Context: an optimization exercise on an open-source flow, tuned for small area and a short achievable clock period. The choices shown serve that exercise and are no tape-out recipe. RTL that was checked went through simulation tests only; none was proved equivalent to the original. No activity file was given, so power comes from the tool's default toggle rates.

run 5:
Design exec_core, start of the top module:
module exec_core (
	input  logic                            clk,
	input  logic                            rst_n,
	input  logic                            instr_valid,
	input  logic [exec_pkg::data_w-1:0]     instr,
	input  logic                            dump_start,
	output logic                            busy,
	output logic                            illegal,	 
	output logic                            dump_valid,
	output logic [exec_pkg::reg_addr_w-1:0] dump_addr,
	output logic [exec_pkg::data_w-1:0]     dump_data
);
	exec_pkg::ctrl_t                 ctrl;
	logic [exec_pkg::data_w-1:0]     alu_result;
	logic                            dump_last;
	logic                            opa_en;
	logic                            opa_fix;
	logic                            fwd_dump;
	logic                            fwd_rd;
	logic [exec_pkg::data_w-1:0]     res_q;	 
	logic                            sub_i;
	logic                            dump_first;
	logic                            imm_en;
	logic [exec_pkg::data_w-1:0]     imm_ext;
	logic [exec_pkg::num_regs-1:1]   rf_rd_sel;
	logic [exec_pkg::data_w-1:0]     rf_rd_data;
	logic [exec_pkg::data_w-1:0]     rd_or;
	logic                            rf_wr_en;
	logic [exec_pkg::reg_addr_w-1:0] rf_wr_addr;
	logic [exec_pkg::data_w-1:0]     opa;
	logic [exec_pkg::data_w-1:0]     opb;
	logic [exec_pkg::data_w-1:0]     dump_word;
	exec_ctrl u_ctrl (
		.clk            (clk),
		.rst_n          (rst_n),
		.instr_valid    (instr_valid),
  ...
For scale: roughly 3400 cells after synthesis, about 76 I/O pins, about 0.050 mm^2 of cells after synthesis.
clock: 9.0 ns
lec_check: 0
cap_margin: 10
core_margin: 2
core_utilization: 45
slew_margin: 10
standard.sh (not shown) runs the stock make flow with config.mk's settings and CLKGATE_MAP_FILE= SYNTH_SCRIPT=/design/flow/synth_recipe.tcl, a recipe that flattens the netlist after the stock synthesis.
==> flow/flow/run.sh <==
#!/bin/bash
set -euo pipefail
export SETUP_SLACK_MARGIN=6.0
bash standard.sh > standard.log 2>&1
diff inputs: run 5 => run 1
--- a/flow/design.v
+++ b/flow/design.v
@@ -172,15 +172,14 @@
 	logic                            we_i;	 
 	logic                            wr_q;	 
 	logic                            wr3_q;	 
 	logic [exec_pkg::reg_addr_w-1:0] dest3_q;
 	logic                            fixa_q;	 
 	logic                            fixw_q;	 
 	logic                            fwdd_q;	 
-	logic                            fwdw_q;	 
 	logic                            fwd3_q;	 
 	logic [exec_pkg::num_regs-1:1]   rsel_q;	 
 	logic [exec_pkg::num_regs-1:1]   rsel_nxt;
 	logic                            fixa_nxt;
 	logic                            fwdd_nxt;
 	logic                            fwd3_nxt;
 	logic                            dump_go;
@@ -320,28 +319,26 @@
 	end
 	always_ff @(posedge clk) begin
 		if (!rst_n) begin
 			rsel_q <= '0;
 			fixa_q <= 1'b0;
 			fixw_q <= 1'b0;
 			fwdd_q <= 1'b0;
-			fwdw_q <= 1'b0;
 			fwd3_q <= 1'b0;
 		end else begin
 			rsel_q <= rsel_nxt;
 			fixa_q <= fixa_nxt;
 			fixw_q <= fixa_q;
 			fwdd_q <= fwdd_nxt;
-			fwdw_q <= fwdd_q;
 			fwd3_q <= fwd3_nxt;
 		end
 	end
 	assign rf_rd_sel = rsel_q;
 	assign fwd_rd    = fwd3_q;
-	assign fwd_dump  = fwdw_q;
+	assign fwd_dump  = fwdd_q;
 	assign opa_fix   = fixw_q;
 	assign opa_en  = !post_q || fixw_q;	 
 	assign sub_i   = ctrl_q.sub;	 
 	assign imm_en  = post_q && !rtype_q;
 	assign imm_ext = {{16{sext_q & imm_q[15]}}, imm_q};
 	assign rf_wr_en   = wr3_q;
 	assign rf_wr_addr = dest3_q;
@@ -425,19 +422,21 @@
 		.wr_addr (rf_wr_addr),
 		.wr_data (res_q & {exec_pkg::data_w{rst_n}})	 
 	);
 	assign rd_or = (imm_ext & {exec_pkg::data_w{imm_en}}) |
 		(res_q & {exec_pkg::data_w{fwd_rd}});
 	always_ff @(posedge clk) begin
 		if (opa_en) opa <= opa_fix ? res_q : rf_rd_data;
-		dump_word <= dump_first ? '0 : rf_rd_data;	 
+		if (dump_first)    dump_word <= '0;	 
+		else if (fwd_dump) dump_word <= alu_result;
+		else               dump_word <= rf_rd_data;
 		opb   <= rf_rd_data ^ {exec_pkg::data_w{sub_i}};	 
 		res_q <= alu_result;
 	end
 	alu_unit u_alu (
 		.c      (ctrl),
 		.a      (opa),
 		.b      (opb),
 		.result (alu_result)
 	);
-	assign dump_data = fwd_dump ? res_q : dump_word;
+	assign dump_data = dump_word;
 endmodule
### Flow results
[diff] clock period minus final worst setup slack, run 1 relative to run 5: improvement
Run 1 vs. run 5: average wire length per cell after detail routing went down by 1.9%.
Relative to run 5, share of synthesized area spent on multiplexers has decreased by 0.39 points in run 1.
Against run 5, run 1 comes in 14% higher on highest achievable clock rate.
Run 5 → run 1: post-route total power did not really move; clock network power share went up.
Share of the clock period used by the worst path | run 1 below run 5
Compared run 1 against run 5; starting utilization of the core area within noise.
For switching portion of total power, run 1 and run 5 come out practically identical.
Looking at run 5 and run 1, the post-route worst hold slack is a wash.
Non-clock buffer count of run 1 falls short of that of run 5 by a few percent.
Global-route wire length before repair went down slightly going from run 5 to run 1.
For run 5, only the layout was checked, not whether the RTL still works.


exec_core, a different RTL version from the one above (not shown whole).
Size: roughly 3100 cells after synthesis, ~1200 flip-flops, roughly 76 I/O pins, ~47000 um2 of cells after synthesis.
==> module alu_unit, before the edit <==
module alu_unit (
	input  exec_pkg::ctrl_t               c,
	input  logic                          en,	 
	input  logic [exec_pkg::data_w-1:0]   a,	 
	input  logic [exec_pkg::data_w-1:0]   b,	 
	output logic [exec_pkg::data_w-1:0]   result
);
	localparam int n = exec_pkg::data_w;
	logic [n-1:0] p;
	logic [n-1:0] g;
	logic [n-1:0] gp;	 
	logic [n-1:0] pp;	 
	logic [n-1:0] sum;
	logic [n-1:0] rot;
	logic [n-1:0] mask;
	logic         lt;
	assign p  = a ^ b;
	assign g  = a & b;
	always_comb begin
		gp = g;
		pp = p;
		gp[0] = g[0] | (p[0] & c.sub);	 
		for (int k = 0; k < 5; k++) begin
			for (int i = 0; i < n; i++) begin
				if (i & (1 << k)) begin
					gp[i] = gp[i] | (pp[i] & gp[((i >> k) << k) - 1]);
					pp[i] = pp[i] & pp[((i >> k) << k) - 1];
				end
			end
		end
	end
	assign sum = p ^ {gp[n-2:0], c.sub};	 
	assign lt  = (a[n-1] ^ b[n-1]) ? sum[n-1] : a[n-1];
	always_comb begin
		rot = b;
		for (int k = 0; k < 5; k++) begin
			if (c.ramt[k]) rot = (rot << (1 << k)) | (rot >> (n - (1 << k)));
		end
	end
	always_comb begin
		for (int i = 0; i < n; i++) begin
			mask[i] = c.left ? (i >= c.ramt) : (c.ramt == '0 || i < c.ramt);
		end
	end
	always_comb begin
		result = '0;
		if (en) begin
			if (c.r_sum) result |= sum;
			if (c.r_and) result |= g;
			if (c.r_or)  result |= p | g;
			if (c.r_xor) result |= p;
			if (c.r_slt) result[0] |= lt;
			if (c.r_sh)  result |= rot & mask;
		end
	end
endmodule
clock: 9.0 ns
lec_check: 0
cap_margin: 0
core_margin: 2
core_utilization: 45
cts_buf_list: sky130_fd_sc_hd__clkbuf_4
cts_cluster_diameter: 40
cts_cluster_size: 8
setup_slack_margin: 5
slew_margin: 0
run.sh (not shown) runs the stock make flow with config.mk's settings and CLKGATE_MAP_FILE= SYNTH_SCRIPT=/design/flow/synth_recipe.tcl, a recipe that flattens the netlist after the stock synthesis.
Stock flow here: none of the scripts above is used.
Change:
--- a/flow/design.v
+++ b/flow/design.v
@@ -77,13 +77,11 @@
 		gp = g;
 		pp = p;
 		gp[0] = g[0] | (p[0] & c.sub);	 
 		for (int k = 0; k < 5; k++) begin
-			for (int i = 0; i < n; i++) begin
-				if (i & (1 << k)) begin
-					gp[i] = gp[i] | (pp[i] & gp[((i >> k) << k) - 1]);
-					pp[i] = pp[i] & pp[((i >> k) << k) - 1];
-				end
+			for (int i = n - 1; i >= (1 << k); i--) begin
+				gp[i] = gp[i] | (pp[i] & gp[i - (1 << k)]);
+				pp[i] = pp[i] & pp[i - (1 << k)];
 			end
 		end
 	end
 	assign sum = p ^ {gp[n-2:0], c.sub};	 
Outcome:
- The changed run produced a clean layout
- power goes up by 0.52%
- setup slack is worse by 100 ps
- clock power goes down by about 3%
- final area goes up by 1.1%
- sequential cell count is unchanged
- die area goes up by 1.2%
- count of clock-buffer cells in the layout goes down by 11
- via count goes up by 2.5%
- wire length goes up by 3.6%
- non-clock buffer count goes up by 20
- global-route usage goes up by 1.0 points
- register-to-register slack is worse by 180 ps
- synthesized cell count goes up by 5.1%
For the second run of this note, only the layout was checked, not whether the RTL still works.

==> afterwards: timing with drivers on the ports <==
No port has a modelled driver above. Below, the same layouts with a new extraction and two added sets of constraints.
Step 1 assumes that a clkbuf_16 drives the clock port and a buf_2 every other input.
Step 2 moves the port delays by t, midway between the first and last clock arrival at a register: inputs arrive t later, outputs are due t later. That takes back most of the time a late clock gives input paths.
Three values: ideal, step 1, step 2; two values: the first two.
run	shift t [ns]	setup WS [ns]	worst setup path at the end	slew at the worst register clock pin (ns)
run 5	0.806	5.333 / 5.259 / 5.247	input to register	0.06 / 0.06
run 1	0.792	5.783 / 5.783 / 5.231	input to register	0.07 / 0.07
the first run of note 2	1.176	5.016 / 4.952 / 4.532	input to register	0.10 / 0.10
the second run of note 2	1.227	4.917 / 4.917 / 4.492	input to register	0.10 / 0.10
After both steps setup and hold are still met in every run listed. The setup slack of run 1, which loses most, moves by 0.000 ns with the drivers and by -0.552 ns with both steps.
